Source: an optimization exercise on an open RTL-to-GDS flow (aim: small area and a short achievable clock period). Production flows keep margins and buffers that such runs may drop.
The RTL was checked by simulation tests, not by an equivalence proof against the original design.

==> build 75 <==
Design fu_mul_lat3_32b, start of the top module:
module fu_mul_lat3_32b (
  input  logic        clk,
  input  logic        reset,
  input  logic        io_glock,
  input  logic [31:0] io_o1data,
  input  logic        io_o1load,
  input  logic [31:0] io_t1data,
  input  logic        io_t1load,
  input  logic [1:0]  io_t1opcode,
  output logic [31:0] io_r1data,
  output logic        io_r1valid
);
Settings: LEC_CHECK=0, ABC_CLOCK_PERIOD_IN_PS=4000, CAP_MARGIN=20, CORE_MARGIN=2, CORE_UTILIZATION=55, CTS_CLUSTER_SIZE=20, SETUP_SLACK_MARGIN=4.6, SLEW_MARGIN=20, SYNTH_HIERARCHICAL=1, SYNTH_MINIMUM_KEEP_SIZE=0; clock period 8.5 ns.
run.sh (not shown) runs the stock make flow with config.mk's settings and CLKGATE_MAP_FILE= SYNTH_SCRIPT=/design/flow/synth_recipe.tcl, a recipe that flattens the netlist after the stock synthesis.
==> inputs of trial 57, as changes to build 75 <==
--- a/flow/design.v
+++ b/flow/design.v
@@ -1779,34 +1779,27 @@
         o1Top_q <= io_o1data[31:29];
       end
       s1Valid_q <= io_t1load;
       s2Valid_q <= s1Valid_q;
       r1Valid_q <= s2Valid_q;
       if (s2Valid_q) r1Data_q <= s2Hi_q ? prod[63:32] : prod[31:0];
     end
   end
-  logic [67:0] s1AHold;
-  fu_mul_hold #(.W(68)) u_s1AHold (.en(trigger), .d({a3, aExt}), .q({s1A3_q, s1A_q}), .y(s1AHold));
-  always_ff @(posedge clk) begin
-    s1A_q  <= s1AHold[32:0];
-    s1A3_q <= s1AHold[67:33];
-  end
   always_ff @(posedge clk) begin
     if (trigger) begin
+      s1A_q  <= aExt;
+      s1A3_q <= a3;
       s1SB_q <= (io_t1opcode == 2'd2);
       s1Hi_q <= (io_t1opcode != 2'd0);
     end
     if (!io_glock) begin
       s2Cs_q <= s2Cs_d;
       s2Hi_q <= s1Hi_q;
     end
   end
   assign io_r1data  = r1Data_q;
   assign io_r1valid = r1Valid_q;
 endmodule
-module fu_mul_hold #(parameter int W = 1) (input logic en, input logic [W-1:0] d, q, output logic [W-1:0] y);
-  assign y = en ? d : q;
-endmodule
 module fu_mul_fa (input logic a, b, c, output logic s, co);
   assign s  = a ^ b ^ c;
   assign co = (a & b) | (a & c) | (b & c);
 endmodule
- ABC_CLOCK_PERIOD_IN_PS: 4000 -> unset
- TNS_END_PERCENT: unset -> 10
==> inputs of trial 77, as changes to build 75 <==
- SETUP_SLACK_MARGIN: 4.6 -> 5.0
==> inputs of build 84, as changes to build 75 <==
--- a/flow/design.v
+++ b/flow/design.v
@@ -1779,34 +1779,27 @@
         o1Top_q <= io_o1data[31:29];
       end
       s1Valid_q <= io_t1load;
       s2Valid_q <= s1Valid_q;
       r1Valid_q <= s2Valid_q;
       if (s2Valid_q) r1Data_q <= s2Hi_q ? prod[63:32] : prod[31:0];
     end
   end
-  logic [67:0] s1AHold;
-  fu_mul_hold #(.W(68)) u_s1AHold (.en(trigger), .d({a3, aExt}), .q({s1A3_q, s1A_q}), .y(s1AHold));
-  always_ff @(posedge clk) begin
-    s1A_q  <= s1AHold[32:0];
-    s1A3_q <= s1AHold[67:33];
-  end
   always_ff @(posedge clk) begin
     if (trigger) begin
+      s1A_q  <= aExt;
+      s1A3_q <= a3;
       s1SB_q <= (io_t1opcode == 2'd2);
       s1Hi_q <= (io_t1opcode != 2'd0);
     end
     if (!io_glock) begin
       s2Cs_q <= s2Cs_d;
       s2Hi_q <= s1Hi_q;
     end
   end
   assign io_r1data  = r1Data_q;
   assign io_r1valid = r1Valid_q;
 endmodule
-module fu_mul_hold #(parameter int W = 1) (input logic en, input logic [W-1:0] d, q, output logic [W-1:0] y);
-  assign y = en ? d : q;
-endmodule
 module fu_mul_fa (input logic a, b, c, output logic s, co);
   assign s  = a ^ b ^ c;
   assign co = (a & b) | (a & c) | (b & c);
 endmodule
- ABC_CLOCK_PERIOD_IN_PS: 4000 -> unset
- CORE_UTILIZATION: 55 -> 70
==> summary of the runs <==
Via count: trial 57 < build 75 < build 84 < trial 77.
Fmax: trial 77 > build 75 > build 84 > trial 57.
In critical path depth, trial 57 and build 75 do not differ.
Sequential share of layout area: trial 57 > build 84 > build 75 > trial 77.
In trial 77 the register-to-register slack is better than in build 84, by 0.19 ns.
The lowest clock-buffer cell count belongs to trial 57, the highest to build 75.
Non-clock buffer count: trial 77 is higher than trial 57 (168).
In trial 77 the synthesized cell count is larger than in trial 57, by about 4%.
Setup slack: trial 77 > build 75 > build 84 > trial 57.
==> figures <==
| quantity | trial 77 | build 84 | trial 57 | build 75 |
|---|---|---|---|---|
| Run status | timing/DRC/antenna clean | timing/DRC/antenna clean | timing/DRC/antenna clean | timing/DRC/antenna clean |
| Mean instance size in the synthesized netlist | 9.90 µm² | 10.1 µm² | 10.1 µm² | 9.90 µm² |
| Crit share post-route | 45.5% | 47.7% | 48.6% | 46.3% |
| Highest-delay cell along the critical path | sky130_fd_sc_hd__fa_2 | sky130_fd_sc_hd__edfxtp_1 | sky130_fd_sc_hd__dfrtp_2 | sky130_fd_sc_hd__dfxtp_1 |
| Total clock buffers created by CTS | 36 | 34 | 35 | 36 |
| Count of cells along the worst register-to-register path | 15 | 6 | 7 | 7 |
| Seq. cell area | 0.00809 mm² | 0.00863 mm² | 0.00861 mm² | 0.00803 mm² |
| Slew HR | 28.3% | 19.6% | 27.0% | 21.1% |
| Post-synth top area share | 15.9% | 19.1% | 19.1% | 15.9% |
| Number of design-rule violations left by the first detailed-router iteration | 5239 | 5955 | 4179 | 4666 |
| Cell taking the most area after synthesis | sky130_fd_sc_hd__fa_1 | sky130_fd_sc_hd__edfxtp_1 | sky130_fd_sc_hd__edfxtp_1 | sky130_fd_sc_hd__fa_1 |
| Clock network area share | 2.79% | 3.27% | 3.30% | 3.24% |
| Share of the final layout cell area in sequential cells | 19.3% | 23.6% | 23.8% | 21.5% |
| Final critical-path setup slack | 4.64 ns | 4.45 ns | 4.37 ns | 4.57 ns |
| Cell area after layout | 0.0420 mm² | 0.0366 mm² | 0.0361 mm² | 0.0374 mm² |
| DIE AREA | 0.0637 mm² | 0.0495 mm² | 0.0627 mm² | 0.0637 mm² |
| Non-clock buffers | 366 | 214 | 198 | 215 |
| Total setup buffers inserted after CTS | 116 | 11 | 11 | 15 |

==> what the ideal ports hide <==
The results above use ideal ports. As a check the final layouts listed here were re-extracted and re-timed, cells and wires unchanged. Step 1 (the two cells are an assumption about what drives the block):
set clk [get_ports {clk}]
set_driving_cell -lib_cell sky130_fd_sc_hd__clkbuf_16 $clk
set_driving_cell -lib_cell sky130_fd_sc_hd__buf_2 [delete_from_list [all_inputs] $clk]
Step 2 moves the port delays by t, midway between the first and last clock arrival at a register: inputs arrive t later, outputs are due t later. That takes back most of the time a late clock gives input paths. Slacks: no drivers / after step 1 / after step 2; pairs: no drivers / after step 1.
| run | shift t [ns] | setup WS [ns] | slew at the worst register clock pin (ns) | cell pins on the clock port's net |
|---|---|---|---|---|
| build 75 | 0.637 | 4.569 / 4.569 / 3.979 | 0.07 / 0.07 | 1 |
| trial 57 | 0.639 | 4.365 / 4.365 / 3.890 | 0.06 / 0.06 | 1 |
| trial 77 | 0.635 | 4.636 / 4.636 / 4.109 | 0.08 / 0.08 | 1 |
| build 84 | 0.639 | 4.448 / 4.448 / 3.968 | 0.06 / 0.06 | 1 |
After both steps every run listed still meets setup and hold. For build 75, which loses most, drivers alone change the setup slack by 0.000 ns; drivers and shift together by -0.590 ns.
